From an optimization exercise on the open Yosys and OpenROAD flow, aimed at small area; shortcuts taken in it are not production practice. The RTL was checked by simulation tests, not by an equivalence proof against the original design. Power and IR drop assume default switching activity.

tundra:
==> flow/design.v (excerpt) <==
module console_buffer (
  input  logic       clk,
  input  logic       rst,
  input  logic       i_char_stb,
  input  logic [7:0] i_char,
  input  logic       i_alt_func_en,
  input  logic [2:0] i_tab_count,
  input  logic       i_clear_screen_stb,
  output logic       o_wr_char_rdy,
  input  logic       i_read_frame_stb,
  input  logic       i_char_req_en,
  output logic       o_char_rdy,
  output logic [7:0] o_char
);
Size in the first run: ~570 flip-flops, roughly 17,000 sq um of cells after synthesis.
clock: 5.0 ns
lec_check: 0
cap_margin: 20
core_margin: 2
core_utilization: 60
cts_buf_list: sky130_fd_sc_hd__clkbuf_8
cts_cluster_diameter: 60
cts_cluster_size: 16
slew_margin: 20
synth_memory_max_bits: 4096
standard.sh (not shown) runs the stock make flow with config.mk's settings and CLKGATE_MAP_FILE= SYNTH_SCRIPT=/design/flow/synth_recipe.tcl, a recipe that flattens the netlist after the stock synthesis.
==> flow/flow/run.sh <==
#!/bin/bash
# Standard layout, with port buffers of the smallest buffer and no dummy clock loads.
set -e
export BUFFER_PORTS_ARGS="-buffer_cell sky130_fd_sc_hd__buf_1"
export CTS_ARGS="-sink_clustering_enable -repair_clock_nets -dont_use_dummy_load -sink_clustering_size 11 -sink_clustering_max_diameter 45 -buf_list sky130_fd_sc_hd__clkbuf_4"
bash standard.sh > standard.log 2>&1
> inputs changed (tundra -> violet)
Settings: an added ABC_AREA of 1; a deleted CTS_CLUSTER_SIZE that had been 16; a deleted CTS_BUF_LIST that had been sky130_fd_sc_hd__clkbuf_8; a deleted CTS_CLUSTER_DIAMETER that had been 60.
==> flow/flow/run.sh <==
#!/bin/bash
# Standard layout, with port buffers of the smallest buffer and no dummy clock loads.
set -e
export BUFFER_PORTS_ARGS="-buffer_cell sky130_fd_sc_hd__buf_1"
export CTS_ARGS="-sink_clustering_enable -repair_clock_nets -dont_use_dummy_load -sink_clustering_size 19 -sink_clustering_max_diameter 90 -buf_list sky130_fd_sc_hd__clkbuf_8"
bash standard.sh > standard.log 2>&1
## What came out
- From violet to tundra, cell count of the worst hold path did not move at all.
- Fraction of area in registers sits lower in violet than in tundra.
- tundra fits on a die that is smaller than the die of violet.
- Summary of violet over tundra: power +about 1.3%; total met2 wirelength after detailed routing moved up.
- Changes observed in violet relative to tundra: fmax rose 0.065 GHz; clock latency on the worst-skew pair dropped 160 ps.
Changes in yarrow relative to violet:
Settings: CTS_BUF_LIST newly set to sky130_fd_sc_hd__clkbuf_8; ABC_AREA removed (was 1); CTS_CLUSTER_SIZE newly set to 16; CTS_CLUSTER_DIAMETER newly set to 60.
==> flow/flow/run.sh <==
#!/bin/bash
# Standard layout, with port buffers of the smallest buffer and no dummy clock loads.
set -e
export BUFFER_PORTS_ARGS="-buffer_cell sky130_fd_sc_hd__buf_1"
export CTS_ARGS="-sink_clustering_enable -repair_clock_nets -dont_use_dummy_load -sink_clustering_size 19 -sink_clustering_max_diameter 120 -buf_list sky130_fd_sc_hd__clkbuf_8"
bash standard.sh > standard.log 2>&1
Findings:
yarrow vs. violet: peak fanout along the critical path increased by 8 relative to the old numbers; count of unique library cells instantiated by Yosys rose by 24. Of violet and yarrow, yarrow shows the higher flip-flop and latch share of the layout cell area, with violet below it.
Relative to yarrow, the following input files were edited for willow:
==> flow/flow/run.sh <==
#!/bin/bash
# Standard layout, with port buffers of the smallest buffer and no dummy clock loads.
set -e
export BUFFER_PORTS_ARGS="-buffer_cell sky130_fd_sc_hd__buf_1"
export CTS_ARGS="-sink_clustering_enable -repair_clock_nets -dont_use_dummy_load -sink_clustering_size 12 -sink_clustering_max_diameter 45 -buf_list sky130_fd_sc_hd__clkbuf_4"
bash standard.sh > standard.log 2>&1
Between willow and yarrow, it is willow whose proportion of power drawn by the clock network is lower, by 1.4 points.
Per the comparison of willow with yarrow, share of the core filled with cells moved down; share of final layout cell area taken by clock buffers and inverters now smaller.
Edits applied to the flow inputs when going from willow to nickel:
==> flow/flow/run.sh <==
#!/bin/bash
# Standard layout, with port buffers of the smallest buffer and no dummy clock loads.
set -e
export BUFFER_PORTS_ARGS="-buffer_cell sky130_fd_sc_hd__buf_1"
export CTS_ARGS="-sink_clustering_enable -repair_clock_nets -dont_use_dummy_load -sink_clustering_size 10 -sink_clustering_max_diameter 60 -buf_list sky130_fd_sc_hd__clkbuf_4"
bash standard.sh > standard.log 2>&1
- nickel went all the way through the flow, and no timing, DRC or antenna check failed.
- Diff willow -> nickel: worst path setup slack after routing picked up an extra 33 ps; number of sequential storage elements has remained practically unchanged; relative area change from synthesis to final layout moved up; final area +about 0.44%; shortest period the worst path allows went down by 33 ps.
- Compared with willow, nickel shows achievable frequency higher by 0.99%.
- willow → nickel: data arrival time of the critical path fell by 30 ps, count of clock-net buffers in the final layout rose by 11, hold slack stayed essentially flat, leakage power figure rose by about 0.75%.
Here is what was changed in the inputs of delta compared with nickel.
==> flow/flow/run.sh <==
#!/bin/bash
# Standard layout, with port buffers of the smallest buffer and no dummy clock loads.
set -e
export BUFFER_PORTS_ARGS="-buffer_cell sky130_fd_sc_hd__buf_1"
export CTS_ARGS="-sink_clustering_enable -repair_clock_nets -dont_use_dummy_load -sink_clustering_size 19 -sink_clustering_max_diameter 90 -buf_list sky130_fd_sc_hd__clkbuf_8"
bash standard.sh > standard.log 2>&1
Findings:
- Summary of delta over nickel: average wire length per cell after detail routing picked up an extra 0.20 um; setup slack increased by 80 ps relative to the old numbers; relative area of clock buffers and inverters in the final design comparable; synthesis-to-layout area growth neither gained nor lost much.

========
console_buffer again, from the RTL that the note above started with.
==> flow/config.mk <==
export PLATFORM = sky130hd
export DESIGN_NAME = console_buffer
export DESIGN_NICKNAME = console_buffer
export VERILOG_FILES = /design/flow/design.v
export SDC_FILE = /design/flow/constraint.sdc
export NUM_CORES = 4
export LEC_CHECK = 0
export CAP_MARGIN = 20
export CORE_MARGIN = 2
export CORE_UTILIZATION = 60
export CTS_BUF_LIST = sky130_fd_sc_hd__clkbuf_8
export CTS_CLUSTER_DIAMETER = 60
export CTS_CLUSTER_SIZE = 16
export SLEW_MARGIN = 20
export SYNTH_MEMORY_MAX_BITS = 4096
==> flow/constraint.sdc <==
create_clock -name core_clock -period 5.0 [get_ports {clk}]
set_input_delay 1.0000 -clock core_clock [delete_from_list [all_inputs] [get_ports {clk}]]
set_output_delay 1.0000 -clock core_clock [all_outputs]
set_load 0.01 [all_outputs]
==> flow/flow/run.sh <==
#!/bin/bash
# Standard layout, with port buffers of the smallest buffer and no dummy clock loads.
set -e
export BUFFER_PORTS_ARGS="-buffer_cell sky130_fd_sc_hd__buf_1"
export CTS_ARGS="-sink_clustering_enable -repair_clock_nets -dont_use_dummy_load -sink_clustering_size 18 -sink_clustering_max_diameter 90 -buf_list sky130_fd_sc_hd__clkbuf_8"
bash standard.sh > standard.log 2>&1
The first run ran to the end with no violations.
Edit:
==> flow/flow/run.sh (replaced) <==
#!/bin/bash
# Standard layout, with port buffers of the smallest buffer and no dummy clock loads.
set -e
export BUFFER_PORTS_ARGS="-buffer_cell sky130_fd_sc_hd__buf_1"
export CTS_ARGS="-sink_clustering_enable -repair_clock_nets -dont_use_dummy_load -sink_clustering_size 9 -sink_clustering_max_diameter 60 -buf_list sky130_fd_sc_hd__clkbuf_4"
bash standard.sh > standard.log 2>&1
=>
- The new run went through all stages and came out clean
- die area is unchanged
- clock skew is higher by 0.030 ns
- total power is higher by 1.0%
- synthesized area stays the same
- global-route usage is higher by 0.49 points
Edit:
==> flow/flow/run.sh (replaced) <==
#!/bin/bash
# Standard layout, with port buffers of the smallest buffer and no dummy clock loads.
set -e
export BUFFER_PORTS_ARGS="-buffer_cell sky130_fd_sc_hd__buf_1"
export CTS_ARGS="-sink_clustering_enable -repair_clock_nets -dont_use_dummy_load -sink_clustering_size 11 -sink_clustering_max_diameter 60 -buf_list sky130_fd_sc_hd__clkbuf_4"
bash standard.sh > standard.log 2>&1
After rerunning: The new run passed the timing, DRC and antenna checks; count of clock-buffer cells in the layout drops by 16; core utilization drops by 0.42 points; routed wire length drops by 1.0%; first-iteration DRC count climbs by 1.1%; worst setup slack improved by 0.0034 ns; final cell count drops by 0.88%; via count drops by 1.0%; non-clock buffer count stays the same; area after synthesis stays the same; combinational power stays flat.

## afterwards: timing with drivers on the ports
No port has a modelled driver above. Below, the same layouts with a new extraction and two added sets of constraints. Step 1 sets driving cells, clkbuf_16 on the clock port and buf_2 on the other inputs (assumed; they add their load-dependent delay and slew). Step 2 moves the port delays by t, midway between the first and last clock arrival at a register: inputs arrive t later, outputs are due t later. That takes back most of the time a late clock gives input paths. Three values: ideal, step 1, step 2; two values: the first two.
run	t (ns)	slack for setup (ns)	worst setup path after step 2	clock arrival spread, ns
tundra	0.731	1.608 / 1.567 / 2.220	register to register	0.101 / 0.101
violet	0.576	2.219 / 2.171 / 2.284	register to register	0.109 / 0.110
yarrow	0.579	1.715 / 1.668 / 2.247	register to output	0.111 / 0.112
willow	0.728	1.601 / 1.558 / 2.267	register to register	0.124 / 0.123
nickel	0.710	1.635 / 1.586 / 2.214	register to register	0.121 / 0.121
delta	0.579	1.715 / 1.668 / 2.247	register to output	0.111 / 0.112
the first run of note 2	0.597	1.718 / 1.673 / 2.230	register to register	0.050 / 0.050
the second run of note 2	0.734	1.577 / 1.535 / 2.221	register to register	0.079 / 0.079
the third run of note 2	0.749	1.581 / 1.532 / 2.241	register to register	0.081 / 0.080
After both steps every run listed still meets setup and hold.
